From an optimization exercise on the open Yosys and OpenROAD flow, aimed at small area, a short achievable clock period and few clock cycles per item; shortcuts taken in it are not production practice. Function was checked by simulation only, so behaviour that the tests miss may differ from the original.

==> flow/design.v <==
package pcc_pkg;
  localparam logic [14:0] WEIGHT_ONE = 15'd16384;
endpackage
module pcc_ram (
  input  logic          clk_i,
  input  logic          we_i,
  input  logic [2:0]    waddr_i,
  input  logic [15:0]   wx_i,
  input  logic [15:0]   wy_i,
  output logic [127:0]  x_o,
  output logic [127:0]  y_o
);
  for (genvar k = 0; k < 8; k++) begin : g_slot
    logic [15:0] x_q;
    logic [15:0] y_q;
    always_ff @(posedge clk_i) begin
      if (we_i && (waddr_i == 3'(k))) begin
        x_q <= wx_i;
        y_q <= wy_i;
      end
    end
    assign x_o[16*k +: 16] = x_q;
    assign y_o[16*k +: 16] = y_q;
  end
endmodule
module pcc_div #(
  parameter int STEPS = 3
) (
  input  logic [15:0]      r_i,
  input  logic [15:0]      w_i,
  output logic [15:0]      r_o,
  output logic [STEPS-1:0] q_o
);
  logic [15:0] r [STEPS+1];
  assign r[0] = r_i;
  for (genvar s = 0; s < STEPS; s++) begin : g_step
    logic [16:0] dbl;
    logic [17:0] dif;
    assign dbl = {r[s], 1'b0};
    assign dif = {1'b0, dbl} - {2'b00, w_i};
    assign q_o[STEPS-1-s] = !dif[17];
    assign r[s+1] = dif[17] ? dbl[15:0] : dif[15:0];
  end
  assign r_o = r[STEPS];
endmodule
module pcc_wrom (
  input  logic [9:0]  p_i,
  output logic [13:0] w_o
);
  always_comb begin
    case (p_i)
      10'd0: w_o = 14'd0;
      10'd1: w_o = 14'd0;
      10'd2: w_o = 14'd0;
      10'd3: w_o = 14'd0;
      10'd4: w_o = 14'd1;
      10'd5: w_o = 14'd1;
      10'd6: w_o = 14'd1;
      10'd7: w_o = 14'd2;
      10'd8: w_o = 14'd2;
      10'd9: w_o = 14'd3;
      10'd10: w_o = 14'd4;
      10'd11: w_o = 14'd5;
      10'd12: w_o = 14'd6;
      10'd13: w_o = 14'd7;
      10'd14: w_o = 14'd8;
      10'd15: w_o = 14'd9;
      10'd16: w_o = 14'd10;
      10'd17: w_o = 14'd11;
      10'd18: w_o = 14'd12;
      10'd19: w_o = 14'd14;
      10'd20: w_o = 14'd15;
      10'd21: w_o = 14'd17;
      10'd22: w_o = 14'd19;
      10'd23: w_o = 14'd20;
      10'd24: w_o = 14'd22;
      10'd25: w_o = 14'd24;
      10'd26: w_o = 14'd26;
      10'd27: w_o = 14'd28;
      10'd28: w_o = 14'd30;
      10'd29: w_o = 14'd32;
      10'd30: w_o = 14'd35;
      10'd31: w_o = 14'd37;
      10'd32: w_o = 14'd39;
      10'd33: w_o = 14'd42;
      10'd34: w_o = 14'd45;
      10'd35: w_o = 14'd47;
      10'd36: w_o = 14'd50;
      10'd37: w_o = 14'd53;
      10'd38: w_o = 14'd56;
      10'd39: w_o = 14'd59;
      10'd40: w_o = 14'd62;
      10'd41: w_o = 14'd65;
      10'd42: w_o = 14'd68;
      10'd43: w_o = 14'd71;
      10'd44: w_o = 14'd75;
      10'd45: w_o = 14'd78;
      10'd46: w_o = 14'd81;
      10'd47: w_o = 14'd85;
      10'd48: w_o = 14'd89;
      10'd49: w_o = 14'd92;
      10'd50: w_o = 14'd96;
      10'd51: w_o = 14'd100;
      10'd52: w_o = 14'd104;
      10'd53: w_o = 14'd108;
      10'd54: w_o = 14'd112;
      10'd55: w_o = 14'd116;
      10'd56: w_o = 14'd121;
      10'd57: w_o = 14'd125;
      10'd58: w_o = 14'd129;
      10'd59: w_o = 14'd134;
      10'd60: w_o = 14'd138;
      10'd61: w_o = 14'd143;
      10'd62: w_o = 14'd148;
      10'd63: w_o = 14'd153;
      10'd64: w_o = 14'd157;
      10'd65: w_o = 14'd162;
      10'd66: w_o = 14'd167;
      10'd67: w_o = 14'd172;
      10'd68: w_o = 14'd178;
      10'd69: w_o = 14'd183;
      10'd70: w_o = 14'd188;
      10'd71: w_o = 14'd194;
      10'd72: w_o = 14'd199;
      10'd73: w_o = 14'd205;
      10'd74: w_o = 14'd210;
      10'd75: w_o = 14'd216;
      10'd76: w_o = 14'd222;
      10'd77: w_o = 14'd228;
      10'd78: w_o = 14'd233;
      10'd79: w_o = 14'd239;
      10'd80: w_o = 14'd246;
      10'd81: w_o = 14'd252;
      10'd82: w_o = 14'd258;
      10'd83: w_o = 14'd264;
      10'd84: w_o = 14'd271;
      10'd85: w_o = 14'd277;
      10'd86: w_o = 14'd283;
      10'd87: w_o = 14'd290;
      10'd88: w_o = 14'd297;
      10'd89: w_o = 14'd303;
      10'd90: w_o = 14'd310;
      10'd91: w_o = 14'd317;
      10'd92: w_o = 14'd324;
      10'd93: w_o = 14'd331;
      10'd94: w_o = 14'd338;
      10'd95: w_o = 14'd345;
      10'd96: w_o = 14'd353;
      10'd97: w_o = 14'd360;
      10'd98: w_o = 14'd367;
      10'd99: w_o = 14'd375;
      10'd100: w_o = 14'd383;
      10'd101: w_o = 14'd390;
      10'd102: w_o = 14'd398;
      10'd103: w_o = 14'd406;
      10'd104: w_o = 14'd413;
      10'd105: w_o = 14'd421;
      10'd106: w_o = 14'd429;
      10'd107: w_o = 14'd437;
      10'd108: w_o = 14'd446;
      10'd109: w_o = 14'd454;
      10'd110: w_o = 14'd462;
      10'd111: w_o = 14'd470;
      10'd112: w_o = 14'd479;
      10'd113: w_o = 14'd487;
      10'd114: w_o = 14'd496;
      10'd115: w_o = 14'd505;
      10'd116: w_o = 14'd513;
      10'd117: w_o = 14'd522;
      10'd118: w_o = 14'd531;
      10'd119: w_o = 14'd540;
      10'd120: w_o = 14'd549;
      10'd121: w_o = 14'd558;
      10'd122: w_o = 14'd567;
      10'd123: w_o = 14'd576;
      10'd124: w_o = 14'd586;
      10'd125: w_o = 14'd595;
      10'd126: w_o = 14'd604;
      10'd127: w_o = 14'd614;
      10'd128: w_o = 14'd624;
      10'd129: w_o = 14'd633;
      10'd130: w_o = 14'd643;
      10'd131: w_o = 14'd653;
      10'd132: w_o = 14'd663;
      10'd133: w_o = 14'd673;
      10'd134: w_o = 14'd683;
      10'd135: w_o = 14'd693;
      10'd136: w_o = 14'd703;
      10'd137: w_o = 14'd713;
      10'd138: w_o = 14'd723;
      10'd139: w_o = 14'd734;
      10'd140: w_o = 14'd744;
      10'd141: w_o = 14'd755;
      10'd142: w_o = 14'd765;
      10'd143: w_o = 14'd776;
      10'd144: w_o = 14'd787;
      10'd145: w_o = 14'd797;
      10'd146: w_o = 14'd808;
      10'd147: w_o = 14'd819;
      10'd148: w_o = 14'd830;
      10'd149: w_o = 14'd841;
      10'd150: w_o = 14'd852;
      10'd151: w_o = 14'd863;
      10'd152: w_o = 14'd875;
      10'd153: w_o = 14'd886;
      10'd154: w_o = 14'd897;
      10'd155: w_o = 14'd909;
      10'd156: w_o = 14'd920;
      10'd157: w_o = 14'd932;
      10'd158: w_o = 14'd944;
      10'd159: w_o = 14'd955;
      10'd160: w_o = 14'd967;
      10'd161: w_o = 14'd979;
      10'd162: w_o = 14'd991;
      10'd163: w_o = 14'd1003;
      10'd164: w_o = 14'd1015;
      10'd165: w_o = 14'd1027;
      10'd166: w_o = 14'd1040;
      10'd167: w_o = 14'd1052;
      10'd168: w_o = 14'd1064;
      10'd169: w_o = 14'd1077;
      10'd170: w_o = 14'd1089;
      10'd171: w_o = 14'd1102;
      10'd172: w_o = 14'd1114;
      10'd173: w_o = 14'd1127;
      10'd174: w_o = 14'd1140;
      10'd175: w_o = 14'd1153;
      10'd176: w_o = 14'd1165;
      10'd177: w_o = 14'd1178;
      10'd178: w_o = 14'd1191;
      10'd179: w_o = 14'd1205;
      10'd180: w_o = 14'd1218;
      10'd181: w_o = 14'd1231;
      10'd182: w_o = 14'd1244;
      10'd183: w_o = 14'd1258;
      10'd184: w_o = 14'd1271;
      10'd185: w_o = 14'd1284;
      10'd186: w_o = 14'd1298;
      10'd187: w_o = 14'd1312;
      10'd188: w_o = 14'd1325;
      10'd189: w_o = 14'd1339;
      10'd190: w_o = 14'd1353;
      10'd191: w_o = 14'd1367;
      10'd192: w_o = 14'd1381;
      10'd193: w_o = 14'd1395;
      10'd194: w_o = 14'd1409;
      10'd195: w_o = 14'd1423;
      10'd196: w_o = 14'd1437;
      10'd197: w_o = 14'd1451;
      10'd198: w_o = 14'd1466;
      10'd199: w_o = 14'd1480;
      10'd200: w_o = 14'd1494;
      10'd201: w_o = 14'd1509;
      10'd202: w_o = 14'd1523;
      10'd203: w_o = 14'd1538;
      10'd204: w_o = 14'd1553;
      10'd205: w_o = 14'd1567;
      10'd206: w_o = 14'd1582;
      10'd207: w_o = 14'd1597;
      10'd208: w_o = 14'd1612;
      10'd209: w_o = 14'd1627;
      10'd210: w_o = 14'd1642;
      10'd211: w_o = 14'd1657;
      10'd212: w_o = 14'd1673;
      10'd213: w_o = 14'd1688;
      10'd214: w_o = 14'd1703;
      10'd215: w_o = 14'd1718;
      10'd216: w_o = 14'd1734;
      10'd217: w_o = 14'd1749;
      10'd218: w_o = 14'd1765;
      10'd219: w_o = 14'd1781;
      10'd220: w_o = 14'd1796;
      10'd221: w_o = 14'd1812;
      10'd222: w_o = 14'd1828;
      10'd223: w_o = 14'd1844;
      10'd224: w_o = 14'd1859;
      10'd225: w_o = 14'd1875;
      10'd226: w_o = 14'd1892;
      10'd227: w_o = 14'd1908;
      10'd228: w_o = 14'd1924;
      10'd229: w_o = 14'd1940;
      10'd230: w_o = 14'd1956;
      10'd231: w_o = 14'd1973;
      10'd232: w_o = 14'd1989;
      10'd233: w_o = 14'd2005;
      10'd234: w_o = 14'd2022;
      10'd235: w_o = 14'd2038;
      10'd236: w_o = 14'd2055;
      10'd237: w_o = 14'd2072;
      10'd238: w_o = 14'd2088;
      10'd239: w_o = 14'd2105;
      10'd240: w_o = 14'd2122;
      10'd241: w_o = 14'd2139;
      10'd242: w_o = 14'd2156;
      10'd243: w_o = 14'd2173;
      10'd244: w_o = 14'd2190;
      10'd245: w_o = 14'd2207;
      10'd246: w_o = 14'd2224;
      10'd247: w_o = 14'd2242;
      10'd248: w_o = 14'd2259;
      10'd249: w_o = 14'd2276;
      10'd250: w_o = 14'd2294;
      10'd251: w_o = 14'd2311;
      10'd252: w_o = 14'd2329;
      10'd253: w_o = 14'd2346;
      10'd254: w_o = 14'd2364;
      10'd255: w_o = 14'd2382;
      10'd256: w_o = 14'd2399;
      10'd257: w_o = 14'd2417;
      10'd258: w_o = 14'd2435;
      10'd259: w_o = 14'd2453;
      10'd260: w_o = 14'd2471;
      10'd261: w_o = 14'd2489;
      10'd262: w_o = 14'd2507;
      10'd263: w_o = 14'd2525;
      10'd264: w_o = 14'd2543;
      10'd265: w_o = 14'd2562;
      10'd266: w_o = 14'd2580;
      10'd267: w_o = 14'd2598;
      10'd268: w_o = 14'd2617;
      10'd269: w_o = 14'd2635;
      10'd270: w_o = 14'd2653;
      10'd271: w_o = 14'd2672;
      10'd272: w_o = 14'd2691;
      10'd273: w_o = 14'd2709;
      10'd274: w_o = 14'd2728;
      10'd275: w_o = 14'd2747;
      10'd276: w_o = 14'd2765;
      10'd277: w_o = 14'd2784;
      10'd278: w_o = 14'd2803;
      10'd279: w_o = 14'd2822;
      10'd280: w_o = 14'd2841;
      10'd281: w_o = 14'd2860;
      10'd282: w_o = 14'd2879;
      10'd283: w_o = 14'd2899;
      10'd284: w_o = 14'd2918;
      10'd285: w_o = 14'd2937;
      10'd286: w_o = 14'd2956;
      10'd287: w_o = 14'd2976;
      10'd288: w_o = 14'd2995;
      10'd289: w_o = 14'd3015;
      10'd290: w_o = 14'd3034;
      10'd291: w_o = 14'd3054;
      10'd292: w_o = 14'd3073;
      10'd293: w_o = 14'd3093;
      10'd294: w_o = 14'd3112;
      10'd295: w_o = 14'd3132;
      10'd296: w_o = 14'd3152;
      10'd297: w_o = 14'd3172;
      10'd298: w_o = 14'd3192;
      10'd299: w_o = 14'd3212;
      10'd300: w_o = 14'd3232;
      10'd301: w_o = 14'd3252;
      10'd302: w_o = 14'd3272;
      10'd303: w_o = 14'd3292;
      10'd304: w_o = 14'd3312;
      10'd305: w_o = 14'd3332;
      10'd306: w_o = 14'd3352;
      10'd307: w_o = 14'd3373;
      10'd308: w_o = 14'd3393;
      10'd309: w_o = 14'd3414;
      10'd310: w_o = 14'd3434;
      10'd311: w_o = 14'd3454;
      10'd312: w_o = 14'd3475;
      10'd313: w_o = 14'd3496;
      10'd314: w_o = 14'd3516;
      10'd315: w_o = 14'd3537;
      10'd316: w_o = 14'd3558;
      10'd317: w_o = 14'd3578;
      10'd318: w_o = 14'd3599;
      10'd319: w_o = 14'd3620;
      10'd320: w_o = 14'd3641;
      10'd321: w_o = 14'd3662;
      10'd322: w_o = 14'd3683;
      10'd323: w_o = 14'd3704;
      10'd324: w_o = 14'd3725;
      10'd325: w_o = 14'd3746;
      10'd326: w_o = 14'd3767;
      10'd327: w_o = 14'd3788;
      10'd328: w_o = 14'd3809;
      10'd329: w_o = 14'd3831;
      10'd330: w_o = 14'd3852;
      10'd331: w_o = 14'd3873;
      10'd332: w_o = 14'd3895;
      10'd333: w_o = 14'd3916;
      10'd334: w_o = 14'd3937;
      10'd335: w_o = 14'd3959;
      10'd336: w_o = 14'd3980;
      10'd337: w_o = 14'd4002;
      10'd338: w_o = 14'd4024;
      10'd339: w_o = 14'd4045;
      10'd340: w_o = 14'd4067;
      10'd341: w_o = 14'd4089;
      10'd342: w_o = 14'd4111;
      10'd343: w_o = 14'd4132;
      10'd344: w_o = 14'd4154;
      10'd345: w_o = 14'd4176;
      10'd346: w_o = 14'd4198;
      10'd347: w_o = 14'd4220;
      10'd348: w_o = 14'd4242;
      10'd349: w_o = 14'd4264;
      10'd350: w_o = 14'd4286;
      10'd351: w_o = 14'd4308;
      10'd352: w_o = 14'd4330;
      10'd353: w_o = 14'd4353;
      10'd354: w_o = 14'd4375;
      10'd355: w_o = 14'd4397;
      10'd356: w_o = 14'd4419;
      10'd357: w_o = 14'd4442;
      10'd358: w_o = 14'd4464;
      10'd359: w_o = 14'd4486;
      10'd360: w_o = 14'd4509;
      10'd361: w_o = 14'd4531;
      10'd362: w_o = 14'd4554;
      10'd363: w_o = 14'd4576;
      10'd364: w_o = 14'd4599;
      10'd365: w_o = 14'd4621;
      10'd366: w_o = 14'd4644;
      10'd367: w_o = 14'd4667;
      10'd368: w_o = 14'd4689;
      10'd369: w_o = 14'd4712;
      10'd370: w_o = 14'd4735;
      10'd371: w_o = 14'd4758;
      10'd372: w_o = 14'd4781;
      10'd373: w_o = 14'd4803;
      10'd374: w_o = 14'd4826;
      10'd375: w_o = 14'd4849;
      10'd376: w_o = 14'd4872;
      10'd377: w_o = 14'd4895;
      10'd378: w_o = 14'd4918;
      10'd379: w_o = 14'd4941;
      10'd380: w_o = 14'd4964;
      10'd381: w_o = 14'd4988;
      10'd382: w_o = 14'd5011;
      10'd383: w_o = 14'd5034;
      10'd384: w_o = 14'd5057;
      10'd385: w_o = 14'd5080;
      10'd386: w_o = 14'd5104;
      10'd387: w_o = 14'd5127;
      10'd388: w_o = 14'd5150;
      10'd389: w_o = 14'd5174;
      10'd390: w_o = 14'd5197;
      10'd391: w_o = 14'd5220;
      10'd392: w_o = 14'd5244;
      10'd393: w_o = 14'd5267;
      10'd394: w_o = 14'd5291;
      10'd395: w_o = 14'd5314;
      10'd396: w_o = 14'd5338;
      10'd397: w_o = 14'd5361;
      10'd398: w_o = 14'd5385;
      10'd399: w_o = 14'd5409;
      10'd400: w_o = 14'd5432;
      10'd401: w_o = 14'd5456;
      10'd402: w_o = 14'd5480;
      10'd403: w_o = 14'd5503;
      10'd404: w_o = 14'd5527;
      10'd405: w_o = 14'd5551;
      10'd406: w_o = 14'd5575;
      10'd407: w_o = 14'd5598;
      10'd408: w_o = 14'd5622;
      10'd409: w_o = 14'd5646;
      10'd410: w_o = 14'd5670;
      10'd411: w_o = 14'd5694;
      10'd412: w_o = 14'd5718;
      10'd413: w_o = 14'd5742;
      10'd414: w_o = 14'd5766;
      10'd415: w_o = 14'd5790;
      10'd416: w_o = 14'd5814;
      10'd417: w_o = 14'd5838;
      10'd418: w_o = 14'd5862;
      10'd419: w_o = 14'd5886;
      10'd420: w_o = 14'd5910;
      10'd421: w_o = 14'd5935;
      10'd422: w_o = 14'd5959;
      10'd423: w_o = 14'd5983;
      10'd424: w_o = 14'd6007;
      10'd425: w_o = 14'd6031;
      10'd426: w_o = 14'd6056;
      10'd427: w_o = 14'd6080;
      10'd428: w_o = 14'd6104;
      10'd429: w_o = 14'd6128;
      10'd430: w_o = 14'd6153;
      10'd431: w_o = 14'd6177;
      10'd432: w_o = 14'd6202;
      10'd433: w_o = 14'd6226;
      10'd434: w_o = 14'd6250;
      10'd435: w_o = 14'd6275;
      10'd436: w_o = 14'd6299;
      10'd437: w_o = 14'd6324;
      10'd438: w_o = 14'd6348;
      10'd439: w_o = 14'd6373;
      10'd440: w_o = 14'd6397;
      10'd441: w_o = 14'd6422;
      10'd442: w_o = 14'd6446;
      10'd443: w_o = 14'd6471;
      10'd444: w_o = 14'd6495;
      10'd445: w_o = 14'd6520;
      10'd446: w_o = 14'd6545;
      10'd447: w_o = 14'd6569;
      10'd448: w_o = 14'd6594;
      10'd449: w_o = 14'd6618;
      10'd450: w_o = 14'd6643;
      10'd451: w_o = 14'd6668;
      10'd452: w_o = 14'd6693;
      10'd453: w_o = 14'd6717;
      10'd454: w_o = 14'd6742;
      10'd455: w_o = 14'd6767;
      10'd456: w_o = 14'd6791;
      10'd457: w_o = 14'd6816;
      10'd458: w_o = 14'd6841;
      10'd459: w_o = 14'd6866;
      10'd460: w_o = 14'd6891;
      10'd461: w_o = 14'd6915;
      10'd462: w_o = 14'd6940;
      10'd463: w_o = 14'd6965;
      10'd464: w_o = 14'd6990;
      10'd465: w_o = 14'd7015;
      10'd466: w_o = 14'd7040;
      10'd467: w_o = 14'd7065;
      10'd468: w_o = 14'd7090;
      10'd469: w_o = 14'd7114;
      10'd470: w_o = 14'd7139;
      10'd471: w_o = 14'd7164;
      10'd472: w_o = 14'd7189;
      10'd473: w_o = 14'd7214;
      10'd474: w_o = 14'd7239;
      10'd475: w_o = 14'd7264;
      10'd476: w_o = 14'd7289;
      10'd477: w_o = 14'd7314;
      10'd478: w_o = 14'd7339;
      10'd479: w_o = 14'd7364;
      10'd480: w_o = 14'd7389;
      10'd481: w_o = 14'd7414;
      10'd482: w_o = 14'd7439;
      10'd483: w_o = 14'd7464;
      10'd484: w_o = 14'd7489;
      10'd485: w_o = 14'd7514;
      10'd486: w_o = 14'd7539;
      10'd487: w_o = 14'd7564;
      10'd488: w_o = 14'd7589;
      10'd489: w_o = 14'd7614;
      10'd490: w_o = 14'd7639;
      10'd491: w_o = 14'd7665;
      10'd492: w_o = 14'd7690;
      10'd493: w_o = 14'd7715;
      10'd494: w_o = 14'd7740;
      10'd495: w_o = 14'd7765;
      10'd496: w_o = 14'd7790;
      10'd497: w_o = 14'd7815;
      10'd498: w_o = 14'd7840;
      10'd499: w_o = 14'd7865;
      10'd500: w_o = 14'd7890;
      10'd501: w_o = 14'd7916;
      10'd502: w_o = 14'd7941;
      10'd503: w_o = 14'd7966;
      10'd504: w_o = 14'd7991;
      10'd505: w_o = 14'd8016;
      10'd506: w_o = 14'd8041;
      10'd507: w_o = 14'd8066;
      10'd508: w_o = 14'd8091;
      10'd509: w_o = 14'd8117;
      10'd510: w_o = 14'd8142;
      10'd511: w_o = 14'd8167;
      10'd512: w_o = 14'd8192;
      default: w_o = 14'd0;
    endcase
  end
endmodule
module pcc_blend (
  input  logic signed [16:0] d_i,
  input  logic [13:0]        t_i,
  input  logic [15:0]        base_i,
  output logic [15:0]        h_o
);
  logic signed [31:0] prod;
  assign prod = d_i * $signed({1'b0, t_i});
  assign h_o  = base_i + prod[29:14];
endmodule
module piecewise_cosine_curve_eval
#(
  parameter int MAX_KNOTS  = 8,
  parameter int PHASE_BITS = 10
) (
  input  logic               clk_i,
  input  logic               rst_ni,
  input  logic               in_valid_i,
  output logic               in_stall_o,
  input  logic               kind_i,
  input  logic [2:0]         knot_index_i,
  input  logic signed [15:0] knot_x_i,
  input  logic signed [15:0] knot_y_i,
  input  logic signed [15:0] query_x_i,
  output logic               out_valid_o,
  input  logic               out_stall_i,
  output logic signed [15:0] height_o,
  output logic               in_segment_o,
  input  logic               psel,
  input  logic               penable,
  input  logic               pwrite,
  input  logic [2:0]         paddr,
  input  logic [31:0]        pwdata,
  output logic [31:0]        prdata,
  output logic               pready
);
  logic [3:0]  knot_count_q;
  logic [15:0] base_height_q;
  logic [31:0] prdata_q;
  assign pready = 1'b1;
  always_ff @(posedge clk_i or negedge rst_ni) begin
    if (!rst_ni) begin
      knot_count_q  <= '0;
      base_height_q <= '0;
    end else if (psel && penable && pwrite) begin
      if (paddr[2]) base_height_q <= pwdata[15:0];
      else          knot_count_q  <= pwdata[3:0];
    end
  end
  always_ff @(posedge clk_i) begin
    prdata_q <= paddr[2] ? {{16{base_height_q[15]}}, base_height_q} : {28'd0, knot_count_q};
  end
  assign prdata = prdata_q;
  logic         freeze_q;
  logic         adv;
  logic         take;
  logic [127:0] kx;
  logic [127:0] ky;
  assign in_stall_o = freeze_q;
  assign adv        = !freeze_q;
  assign take       = in_valid_i && adv;
  pcc_ram u_ram (
    .clk_i   (clk_i),
    .we_i    (take && !kind_i),
    .waddr_i (knot_index_i),
    .wx_i    (knot_x_i),
    .wy_i    (knot_y_i),
    .x_o     (kx),
    .y_o     (ky)
  );
  logic        v0_q;
  logic [15:0] q0_q;
  always_ff @(posedge clk_i or negedge rst_ni) begin
    if (!rst_ni)  v0_q <= 1'b0;
    else if (adv) v0_q <= take && kind_i;
  end
  always_ff @(posedge clk_i) begin
    if (adv) q0_q <= query_x_i;
  end
  logic [7:0]  ge;
  logic [7:0]  le;
  logic [6:0]  hit;
  logic [6:0]  first;
  logic [15:0] sx0, sx1, sy0, sy1;
  always_comb begin
    for (int i = 0; i < 8; i++) begin
      ge[i] = $signed(q0_q) >= $signed(kx[16*i +: 16]);
      le[i] = $signed(q0_q) <= $signed(kx[16*i +: 16]);
    end
    for (int i = 0; i < 7; i++) begin
      hit[i] = ge[i] && le[i+1] && (knot_count_q >= 4'(i + 2));
    end
    first = hit & ~{hit[5:0] | {hit[4:0], 1'b0} | {hit[3:0], 2'b0} | {hit[2:0], 3'b0} |
                    {hit[1:0], 4'b0} | {hit[0], 5'b0}, 1'b0};
    sx0 = '0;
    sx1 = '0;
    sy0 = '0;
    sy1 = '0;
    for (int i = 0; i < 7; i++) begin
      sx0 |= {16{first[i]}} & kx[16*i +: 16];
      sx1 |= {16{first[i]}} & kx[16*(i+1) +: 16];
      sy0 |= {16{first[i]}} & ky[16*i +: 16];
      sy1 |= {16{first[i]}} & ky[16*(i+1) +: 16];
    end
  end
  logic        v1_q, h1_q;
  logic [15:0] ofs1_q, w1_q, ya1_q, yb1_q;
  always_ff @(posedge clk_i or negedge rst_ni) begin
    if (!rst_ni)  v1_q <= 1'b0;
    else if (adv) v1_q <= v0_q;
  end
  always_ff @(posedge clk_i) begin
    if (adv) begin
      h1_q   <= |hit;
      ofs1_q <= q0_q - sx0;
      w1_q   <= sx1 - sx0;
      ya1_q  <= sy0;
      yb1_q  <= sy1;
    end
  end
  logic        full1, upf1;
  logic [15:0] r2_d, r3_d, r4_d, r5_d;
  logic [2:0]  qb2_d, qb3_d, qb4_d;
  logic        qb5_d;
  assign full1 = (ofs1_q == w1_q);
  assign upf1  = full1 && (w1_q != '0);
  pcc_div #(.STEPS(3)) u_div2 (.r_i(ofs1_q), .w_i(w1_q), .r_o(r2_d), .q_o(qb2_d));
  logic        v2_q, h2_q, full2_q, upf2_q;
  logic [15:0] r2_q, w2_q, ya2_q, yb2_q;
  logic [2:0]  p2_q;
  always_ff @(posedge clk_i or negedge rst_ni) begin
    if (!rst_ni)  v2_q <= 1'b0;
    else if (adv) v2_q <= v1_q;
  end
  always_ff @(posedge clk_i) begin
    if (adv) begin
      h2_q    <= h1_q;
      full2_q <= full1;
      upf2_q  <= upf1;
      r2_q    <= r2_d;
      w2_q    <= w1_q;
      p2_q    <= qb2_d;
      ya2_q   <= ya1_q;
      yb2_q   <= yb1_q;
    end
  end
  pcc_div #(.STEPS(3)) u_div3 (.r_i(r2_q), .w_i(w2_q), .r_o(r3_d), .q_o(qb3_d));
  logic        v3_q, h3_q, full3_q, upf3_q;
  logic [15:0] r3_q, w3_q, ya3_q, yb3_q;
  logic [5:0]  p3_q;
  always_ff @(posedge clk_i or negedge rst_ni) begin
    if (!rst_ni)  v3_q <= 1'b0;
    else if (adv) v3_q <= v2_q;
  end
  always_ff @(posedge clk_i) begin
    if (adv) begin
      h3_q    <= h2_q;
      full3_q <= full2_q;
      upf3_q  <= upf2_q;
      r3_q    <= r3_d;
      w3_q    <= w2_q;
      p3_q    <= {p2_q, qb3_d};
      ya3_q   <= ya2_q;
      yb3_q   <= yb2_q;
    end
  end
  pcc_div #(.STEPS(3)) u_div4 (.r_i(r3_q), .w_i(w3_q), .r_o(r4_d), .q_o(qb4_d));
  logic        v4_q, h4_q, full4_q, upf4_q;
  logic [15:0] r4_q, w4_q, ya4_q, yb4_q;
  logic [8:0]  p4_q;
  always_ff @(posedge clk_i or negedge rst_ni) begin
    if (!rst_ni)  v4_q <= 1'b0;
    else if (adv) v4_q <= v3_q;
  end
  always_ff @(posedge clk_i) begin
    if (adv) begin
      h4_q    <= h3_q;
      full4_q <= full3_q;
      upf4_q  <= upf3_q;
      r4_q    <= r4_d;
      w4_q    <= w3_q;
      p4_q    <= {p3_q, qb4_d};
      ya4_q   <= ya3_q;
      yb4_q   <= yb3_q;
    end
  end
  logic [9:0]  ph;
  logic        up;
  logic [9:0]  pf;
  logic [13:0] wt;
  pcc_div #(.STEPS(1)) u_div5 (.r_i(r4_q), .w_i(w4_q), .r_o(r5_d), .q_o(qb5_d));
  assign ph = {p4_q, qb5_d};
  assign up = full4_q ? upf4_q : ph[9];
  assign pf = full4_q ? 10'd0 : (ph[9] ? (10'd512 - {1'b0, ph[8:0]}) : ph);
  pcc_wrom u_wrom (.p_i(pf), .w_o(wt));
  logic        v5_q, h5_q;
  logic [13:0] wt5_q;
  logic [16:0] d5_q;
  logic [15:0] b5_q;
  always_ff @(posedge clk_i or negedge rst_ni) begin
    if (!rst_ni)  v5_q <= 1'b0;
    else if (adv) v5_q <= v4_q;
  end
  always_ff @(posedge clk_i) begin
    if (adv) begin
      h5_q  <= h4_q;
      wt5_q <= wt;
      d5_q  <= up ? ({ya4_q[15], ya4_q} - {yb4_q[15], yb4_q})
                  : ({yb4_q[15], yb4_q} - {ya4_q[15], ya4_q});
      b5_q  <= up ? yb4_q : ya4_q;
    end
  end
  logic [15:0] blend;
  logic [16:0] res;
  pcc_blend u_blend (.d_i(d5_q), .t_i(wt5_q), .base_i(b5_q), .h_o(blend));
  assign res = h5_q ? {1'b1, blend} : {1'b0, base_height_q};
  logic        hv_q, sv_q;
  logic [16:0] hd_q, sd_q;
  logic        push, pop;
  assign push = adv && v5_q;
  assign pop  = hv_q && !out_stall_i;
  always_ff @(posedge clk_i or negedge rst_ni) begin
    if (!rst_ni) begin
      hv_q     <= 1'b0;
      sv_q     <= 1'b0;
      freeze_q <= 1'b0;
    end else begin
      if (!hv_q || pop) begin
        hv_q <= sv_q || push;
        sv_q <= 1'b0;
      end else if (push) begin
        sv_q <= 1'b1;
      end
      freeze_q <= hv_q && !pop && (sv_q || push);
    end
  end
  always_ff @(posedge clk_i) begin
    if (!hv_q || pop) begin
      hd_q <= sv_q ? sd_q : res;
    end
    if (hv_q && !pop && push) begin
      sd_q <= res;
    end
  end
  assign out_valid_o  = hv_q;
  assign height_o     = hd_q[15:0];
  assign in_segment_o = hd_q[16];
endmodule
==> flow/run.sh <==
#!/bin/bash
# synth_recipe.tcl (not shown) runs the flow's synth.tcl, then flattens the netlist and writes it again
# the make line also repeats each setting of config.mk as NAME=value (left out here)
make -C /OpenROAD-flow-scripts/flow DESIGN_CONFIG=/design/flow/config.mk WORK_HOME=/design/flow/orfs CLKGATE_MAP_FILE= SYNTH_SCRIPT=/design/flow/synth_recipe.tcl finish
==> flow/config.mk <==
export PLATFORM = sky130hd
export DESIGN_NAME = piecewise_cosine_curve_eval
export DESIGN_NICKNAME = piecewise_cosine_curve_eval
export VERILOG_FILES = /design/flow/design.v
export SDC_FILE = /design/flow/constraint.sdc
export NUM_CORES = 4
export LEC_CHECK = 0
export CAP_MARGIN = 20
export CORE_MARGIN = 2
export CORE_UTILIZATION = 40
export SLEW_MARGIN = 20
==> flow/constraint.sdc <==
create_clock -name core_clock -period 13.0 [get_ports {clk_i}]
set_input_delay 2.6000 -clock core_clock [delete_from_list [all_inputs] [get_ports {clk_i}]]
set_output_delay 2.6000 -clock core_clock [all_outputs]
set_load 0.01 [all_outputs]
==> reports/metrics.yaml, run 1 <==
logic_synthesis:
  ys_warn_count: 7
outcome:
  error: "ERROR: TCL interpreter returned an error: Source files actually used in the design:"
  haltStage: "synthesis (1_2_yosys)"
  status: "did not finish"
Testbench counts, summed over its fixed seeds: cycles 2,296, items 1,920.
==> inputs of run 2 (changes only) <==
--- a/flow/config.mk
+++ b/flow/config.mk
@@ -11 +11,2 @@
 export SLEW_MARGIN = 20
+export SYNTH_MEMORY_MAX_BITS = 16384
==> run 2 against run 1 <==
The run now finishes clean.
==> reports/metrics.yaml, run 2 <==
setup_path:
  critical_path.endpoint_type: "flop"
  critPathMaxFanout: 21
  path_class: "flop to flop"
  crit_slowest_cell: "and2_1"
  critPathLaunchType: "flop"
  ff2ff_path_depth: 31
  required_ns: 13.41
  r2r_slack_ns: 3.16
  crit-reg2reg-capture: "r4_q[8]"
  cp.arrival_ns: 10.26
  rr_startpoint: "w3_q[10]"
  max_stage_delay_ns: 0.70
logic_synthesis:
  seq_area_frac_synth_pct: 37.73
  asyncSetResetFlopFracSynth_pct: 4.246
  synth_common_cells: "edfxtp_1 (638), inv_1 (548), ha_1 (443)"
  synth_cell_type_count: 105
  synthFlopType: "edfxtp_1"
  synth_nets: 6152
  ys_warn_count: 7
  synthMostInstantiatedCell: "edfxtp_1"
  synth_area_leader_cell: "edfxtp_1"
  synthTopCellsByArea: "edfxtp_1 (36%), ha_1 (10%), fa_1 (8.5%)"
  synth_top_area_share_pct: 35.78
  synth_edf_count: 638
  synth-seq-cells: 683
  syn_inst: 5388
  synth.avg_cell_area_sq_um: 9.938
  syn-cell-area_sq_um: 53550
clocking:
  cts_tree: "yes"
  numCtsBuffers: 79
  cts-resized-gates: 0
  cts_sinks: 683
  clockBufferDepth: 3
  cts_setup_buffers: 0
  clk_latency_ns: 0.69
  cts_root_buffer: "clkbuf_16"
  cts_max_level: 3
  postCtsHoldBufs: 0
  clk_pin_slew_ns: 0.06
placed_design:
  preCtsSetupSlack_ns: 3.219
  dp_hpwl_mm: 114.9
  finalWeightedCongestion: 0.9770
  placed_cells: 7078
  io_buffers: 126
floorplanning:
  core_sq_um: 133100
  die_y_microns: 369.9
  die_area_sq_um: 136800
  die_w_microns: 369.9
  num_rows: 134
  start_util_pct: 40.22
  io_pins: 146
sta:
  max_slew_margin_pct: 17.98
  rsz0062_at_grt: "no"
  setup_viol: 0
  hold_ws_ns: 0.4141
  clock.fmax_ghz: 0.1016
  timing.final.crit_share_pct: 75.70
  final_hold_viol_count: 0
  final.setup.worst_slack_ns: 3.159
  slew_viol_final: 0
  worstMarginPinSlew_ns: 1.217
  finalSetupTns_ns: 0
  min_period_ns: 9.841
  clock_skew_ns: 0.04539
global_route:
  track_usage_pct: 23.40
  grt_max_degree: 172
  antenna_found_initial: 8
  grt_pass1_vias: 40860
  grt_first_pass_wirelength_mm: 247.0
  overflow: 0
final_layout:
  layout-drive-gt1-share_pct: 7.280
  final_common_cell: "edfxtp_1"
  fin_cells: 7224
  nets: 6156
  layout_common_cells: "edfxtp_1 (638), inv_1 (546), ha_1 (443)"
  fill_cells: 12660
  reg_top3: "u_ram.g_slot.x_q: 128 flops, u_ram.g_slot.y_q: 128 flops"
  syn_to_final_growth_pct: 10.77
worst_hold_path:
  hold_depth: 0
  hold_end: "ya3_q[12]"
  hold_class: "flop to flop"
  min_from: "ya2_q[12]"
flow_run:
  maxCapViolations: 0
route:
  num_vias: 42200
  drt-initial-drc-count: 4451
  drc: 0
  wl_mm: 162.5
  first_pass_iters: 6
  drtAntennaViolNets: 0
  wl_per_cell_microns: 22.49
  vias_per_cell: 5.841
outcome:
  status: "no timing/DRC/antenna violations"
run 2: worst max path at each step:
| stage | startpoint | to | slack [ns] | cells after the start |
|---|---|---|---|---|
| after floorplan | freeze_q | u_ram.g_slot[4].x_q[0] | 1.46 | 4 |
| after CTS | w3_q[10] | r4_q[1] | 3.18 | 31 |
| after global placement | w3_q[10] | r4_q[8] | 3.25 | 32 |
| after global routing | w3_q[10] | r4_q[8] | 2.46 | 31 |
| final | w3_q[10] | r4_q[8] | 3.16 | 31 |
| after detailed placement | w3_q[10] | r4_q[8] | 3.22 | 31 |
run 2: cells by family (layout without fill, tap and decap cells):
logic type | count (synthesis) | in the layout | share of synthesized area, %
simple gates | 1482 | 1482 | 13.29
compound gates | 1347 | 1347 | 17.24
buf+inv | 836 | 901 | 6.113
flops | 683 | 683 | 37.73
fa+ha+maj | 672 | 672 | 18.88
xor+xnor | 209 | 209 | 3.419
mux | 158 | 158 | 3.325
other cells | 1 | 4 | 0.007003
run 2: per-layer routing:
layer	track usage, %	vias up	wire [microns]
li1	-	19520	-
met1	32.56	20390	70820
met2	36.03	1879	70830
met3	4.959	402	14870
met4	8.044	0	5925
met5	0	-	0
run 2: layout make-up:
class	count	area, sq um	share of cell area, %
multi-input cells	3869	30260	51.02
flip-flops and latches	683	20200	34.06
clock inverters	43	576.8	0.9725
diodes	3	7.507	0.01266
repair buffers	207	1877	3.164
well taps	1768	2212	3.729
inverters	552	2079	3.506
clock buffers	99	2093	3.529
run 2: metrics by stage:
step	util (%)	cell area [sq um]
6_report	44.56	59310
5_1_grt	44.55	59310
4_1_cts	44.54	59300
3_5_place_dp	42.54	56630
3_3_place_gp	42.54	56630
2_1_floorplan	-	53550
run 2: critical path, delay by kind of cell (launching register included):
family,cells,cell delay (ns)
compound gates,18,4.11
fa+ha+maj,3,0.96
simple gates,6,2.51
mux,2,0.90
buf+inv,2,0.63
flops,1,0.48

## port drivers added, routing unchanged
How much do the figures lean on ideal ports? The routed layout below was timed once more, with nothing changed but the port constraints.
Step 1 (the two cells are an assumption about what drives the block):
set clk [get_ports {clk_i}]
set_driving_cell -lib_cell sky130_fd_sc_hd__clkbuf_16 $clk
set_driving_cell -lib_cell sky130_fd_sc_hd__buf_2 [delete_from_list [all_inputs] $clk]
Step 2 also shifts input and output timing later by t, the mid clock arrival at the registers, as if the neighbouring blocks saw the same clock.
a / b / c = ideal / step 1 / step 2; a / b = the first two.
run: run 2
shift t [ns]: 0.751
setup WS [ns]: 3.159 / 3.159 / 3.159
hold slack, ns: 0.414 / 0.414 / 0.414
After both steps setup and hold are still met in run 2. For run 2, drivers alone change the setup slack by 0.000 ns; drivers and shift together by 0.000 ns.
